What follows belongs to an exercise in optimizing a design on an open flow for small area and a short achievable clock period; a production flow would make more cautious choices.
In this exercise RTL edits were held to simulation tests only and were not proved equivalent to the original.
No activity file was given, so power comes from the tool's default toggle rates.

--- flow/design.v ---
module bus_target_mem #(
   parameter int AW        = 8,
   parameter int DW        = 8,
   parameter int WAIT_CYC  = 2,
   parameter int BURST_LEN = 4
) (
   input  logic          clk,
   input  logic          rst_n,
   input  logic          req,
   input  logic          start,
   input  logic [1:0]    mode,
   input  logic [AW-1:0] addr,
   input  logic [DW-1:0] data_in,
   output logic          gnt,
   output logic          rdy,
   output logic [DW-1:0] data_out,
   output logic          data_oe
   ,output logic         err
);
   localparam logic [1:0] M_RD  = 2'b00;
   localparam logic [1:0] M_WR  = 2'b01;
   localparam logic [1:0] M_BRD = 2'b10;
   localparam logic [1:0] M_RSV = 2'b11;
   localparam logic [3:0] WLOAD = (WAIT_CYC > 0) ? 4'(WAIT_CYC - 1) : 4'd0;
   localparam logic [4:0] BLAST = 5'(BURST_LEN - 1);
   typedef enum logic [1:0] {S_IDLE, S_GRANT, S_WAIT, S_RESP} state_t;
   state_t        state, state_nx;
   logic [AW-1:0] addr_lat;
   logic [1:0]    mode_lat;
   logic [DW-1:0] data_lat;
   logic [3:0]    wcnt;
   logic [4:0]    bcnt;
   logic          last_beat;
   logic          rd_beat;
   logic [DW-1:0] mem [0:(1<<AW)-1];
   assign last_beat = (mode_lat != M_BRD) || (bcnt == BLAST);
   always_ff @(posedge clk or negedge rst_n) begin
      if (!rst_n) state <= S_IDLE;
      else        state <= state_nx;
   end
   always_comb begin
      state_nx = state;
      case (state)
         S_IDLE:  if (req) state_nx = S_GRANT;
         S_GRANT: begin
            if (start)     state_nx = (WAIT_CYC > 0) ? S_WAIT : S_RESP;
            else if (!req) state_nx = S_IDLE;
         end
         S_WAIT:  if (wcnt == 4'd0) state_nx = S_RESP;
         S_RESP:  if (last_beat) state_nx = req ? S_GRANT : S_IDLE;
         default: state_nx = S_IDLE;
      endcase
   end
   always_comb begin
      gnt      = (state == S_GRANT);
      rdy      = (state == S_RESP);
      rd_beat  = rdy && ((mode_lat == M_RD) || (mode_lat == M_BRD));
      data_oe  = rd_beat;
      data_out = rd_beat ? mem[addr_lat] : '0;
   end
   always_ff @(posedge clk or negedge rst_n) begin
      if (!rst_n) begin
         addr_lat <= '0;
         mode_lat <= M_RD;
         data_lat <= '0;
         wcnt     <= '0;
         bcnt     <= '0;
      end else begin
         if (state == S_GRANT && start) begin
            addr_lat <= addr;
            mode_lat <= mode;
            data_lat <= data_in;
            wcnt     <= WLOAD;
            bcnt     <= '0;
         end else if (state == S_WAIT && wcnt != 4'd0) begin
            wcnt <= wcnt - 4'd1;
         end else if (state == S_RESP && !last_beat) begin
            addr_lat <= addr_lat + AW'(1);    
            bcnt     <= bcnt + 5'd1;
         end
      end
   end
   always_ff @(posedge clk) begin
      if (state == S_RESP && mode_lat == M_WR) mem[addr_lat] <= data_lat;
   end
   logic wrapped;
   always_ff @(posedge clk or negedge rst_n) begin
      if (!rst_n) wrapped <= 1'b0;
      else if (state == S_GRANT && start) wrapped <= 1'b0;
      else if (state == S_RESP && !last_beat && addr_lat == '1) wrapped <= 1'b1;
   end
   assign err = rdy && ((mode_lat == M_RSV) || (mode_lat == M_BRD && wrapped));
endmodule
--- flow/run.sh ---
#!/bin/bash
# synth_recipe.tcl (not shown) runs the flow's synth.tcl, then flattens the netlist and writes it again
# the make line also repeats each setting of config.mk as NAME=value (left out here)
make -C /OpenROAD-flow-scripts/flow DESIGN_CONFIG=/design/flow/config.mk WORK_HOME=/design/flow/orfs CLKGATE_MAP_FILE= SYNTH_SCRIPT=/design/flow/synth_recipe.tcl finish
--- flow/constraint.sdc ---
create_clock -name core_clock -period 6.3 [get_ports {clk}]
set_input_delay 1.2600 -clock core_clock [delete_from_list [all_inputs] [get_ports {clk}]]
set_output_delay 1.2600 -clock core_clock [all_outputs]
set_load 0.01 [all_outputs]
--- flow/config.mk ---
export PLATFORM = sky130hd
export DESIGN_NAME = bus_target_mem
export DESIGN_NICKNAME = bus_target_mem
export VERILOG_FILES = /design/flow/design.v
export SDC_FILE = /design/flow/constraint.sdc
export NUM_CORES = 4
export LEC_CHECK = 0
export CAP_MARGIN = 20
export CORE_MARGIN = 2
export CORE_UTILIZATION = 50
export SETUP_SLACK_MARGIN = 0.2
export SLEW_MARGIN = 20
==> notes.md <==
[state kept, by name, summed over array words and instances (netlist names), named ones only]
register  cells
data_lat      8
bcnt          5
mem        2048
wcnt          4
mode_lat      2
addr_lat      8
state         1
wrapped       1
[per-layer routing]
layer	GRT usage [%]	up-vias
li1	-	17200
met1	37.4	21600
met2	38.1	1825
met3	4.80	291
met4	6.78	2
met5	0	-
[stage by stage]
step / instance area, um2 / instances / hold WS [ps] / total power, mW / setup slack (ps)
finish: 91300 / 6589 / 512 / 42.3 / 178
global route: 91300 / 6589 / 542 / 43.7 / 143
CTS: 91200 / 6587 / 504 / 42.5 / 203
detailed placement: 84200 / 6187 / 508 / 30.0 / 549
global placement: 84200 / 6187 / 502 / 29.9 / 552
floorplan: 81100 / 4105 / 457 / 25.4 / 2310
[logic make-up after synthesis]
kind of cell | count (synthesis) | share of synthesized area, %
buffers and inverters | 276 | 1.74
multiplexers | 706 | 14.4
AO/OA/AOI/OAI | 407 | 3.54
flip-flops | 2078 | 76.8
XOR/XNOR | 13 | 0.140
adder cells (fa/ha/maj) | 6 | 0.0926
AND/OR/NAND/NOR | 619 | 3.37
[power by group]
| group | switching (mW) | leakage [nW] | internal [mW] | total (mW) |
|---|---|---|---|---|
| combinational | 7.90 | 6.59 | 4.34 | 12.2 |
| sequential | 0.673 | 18.9 | 17.1 | 17.8 |
| clock | 5.23 | 3.29 | 7.05 | 12.3 |
[what timing repair did]
action | CTS | global route
setup endpoints to repair | 8 | 6
resized for setup | 27 | 11
pin swaps | 2 | 2
cloned | 1 | 0
buffers inserted | 10 | 0
[final timing paths]
kind	startpoint	depth (start not counted)	end
max	addr_lat[0]	10	data_out[5]
min	bcnt[0]	1	bcnt[0]
max reg2reg	addr_lat[5]	5	mem[34][1]
min reg2reg	bcnt[0]	1	bcnt[0]
max in group asynchronous	rst_n	1	addr_lat[0]
min in group asynchronous	rst_n	1	mode_lat[0]
[critical path: cells and delay by family (launching register included)]
family	cells	cell delay (ps)
multiplexers	1	570
flip-flops	1	430
AO/OA/AOI/OAI	3	1210
AND/OR/NAND/NOR	1	240
buffers and inverters	5	1530
[layout by cell type, fill, tap and decap left out, types with 53 or more instances in the layout]
cell type  synthesis  layout
edfxtp_1        2048    2048
mux4_2           364     364
mux2i_1          326     326
nor2_1           324     321
clkbuf_16          0     210
nand2_1          133     121
buf_4             27     109
a22oi_1           78      72
o22ai_1           61      61
o21ai_0           66      58
clkinv_1           1      53
[layout make-up]
class	count	area, um2	area share [%]
clock buffer	261	5460	5.98
sequential	2078	62300	68.2
inverter	37	140	0.153
tap	2160	2700	2.96
multi-input combinational	1752	17600	19.3
clock inverter	128	1330	1.45
timing repair buffer	173	1780	1.95
==> reports/metrics.cfg <==
[clocking]
tritoncts=built
clkTransAtPathRegs_ps=60
h-tree-depth=4
numClockSinks=2078
cts-hold-fix-buffers=0
cts_buffer_depth=3
clkLatencyLatePin_ps=840
cts_root_buffer=clkbuf_16
cts_made_buffers=208

[global_route]
grt_usage_pct=25.0
antenna_found_initial=10
grt_max_degree=213
grt_pass1_wl_mm=295
grt_pass1_vias=40200
grt-ovfl-total=0

[timing]
setup_viol=0
worstMarginPinSlew_ps=1200
skew_ps=38.5
drv_slew=0
fin_crit_sh_pct=97.2
slew-limit-headroom_pct=19.9
rsz0062_at_grt=true
finalHoldViolCount=0
max_freq_mhz=163
layout_min_cycle_time_ps=6120
finalSetupTns_ps=0

[placed_design]
place.gp.congestion=0.890
port_buffers=33
place_hpwl_mm=122

[routing]
top_layer_used=met5
wl_met2_mm=95.6
avgRoutedWirePerCell_um=31.1
num_vias=40900
drt-pass1-iter-count=6
via_per_inst=6.20
drt-initial-drc-count=5039
drc=0
routed_wl_mm=205
wl_met1_mm=87.7
met3WireLength_mm=16.8
ant_nets=0

[cells_and_area]
antenna_cells=0
nFillCells=12100
areaGrowthSynthToFinish_pct=12.6
drive_above_1_share_pct=19.6
fin_util_pct=56.8
fin_nets=4278

[synth]
synth_cell_types=54
yosysTopAreaCell=edfxtp_1
yosysSeqAreaShare_pct=76.8
synth_edf_count=2048
synthesis.area_um2=81100
syn_nets=4133
syn_avg_cell_area_um2=19.8
synthTopCellsByArea=edfxtp_1 76%, mux4_2 10%, mux2i_1 4.0%
synthMostInstantiatedCell=edfxtp_1
ys.flop_type=edfxtp_1
ys_async_sr_fraction_pct=1.44
ys_seq_elements=2078
synth_top_area_share_pct=75.8
synth_common_cells=2,048 x edfxtp_1, 364 x mux4_2, 326 x mux2i_1
synth_cells=4105
ys_warn_count=1

[setup_path]
worstSetupPathType=flip-flop to primary output
cp_data_arrival_time_ps=4860
worstSetupEndpointType=primary output
start_kind=flip-flop
cp_max_fo=27
rrSetupSlack_ps=2270
critPathRequiredTime_ps=5040
path_cells=buf_12 > buf_12 > buf_4 > mux4_2 > a22o_1 > o21ai_0 > a32oi_2 > buf_4 > and4_1 > clkdlybuf4s50_1
slowest_delay_ps=610
cp_slowest_cell=o21ai_0

[outcome]
outcome=timing/DRC/antenna clean

[power]
p_per_area_nw_per_um2=464
vdd_drop_max_mv=0.414
leakagePower_nw=28.8

[floorplan]
core-area_um2=161000
start_util_pct=50.4
die_h_um=407
fp.dieW_um=407
rows=147
die_area_um2=165000
pin_count=34

[job]
drv_cap=0

[min_path]
hold_class=flip-flop to flip-flop

-- re-timing with driven ports --
The flow's constraints put no driver on any port. The routed layout listed below was extracted and timed again, unchanged, in two steps. Step 1: set_driving_cell puts a clkbuf_16 on clk and a buf_2 on each other input, an assumption about the parent block. Step 2 times the ports against the registers' clock, not the clock port: input delays grow and output delays shrink by t, the midpoint of the rising clock arrivals with the driver on. a / b / c = ideal / step 1 / step 2; a / b = the first two.
t (ns): 0.901
setup slack, ns: 0.178 / 0.095 / 0.996
clock arrival spread, ns: 0.041 / 0.041
worst register clock-pin slew, ns: 0.07 / 0.07
worst data-port slew with drivers (ns): 0.04
After both steps setup and hold are still met in this run. The setup slack of this run moves by -0.083 ns with the drivers and by +0.818 ns with both steps.
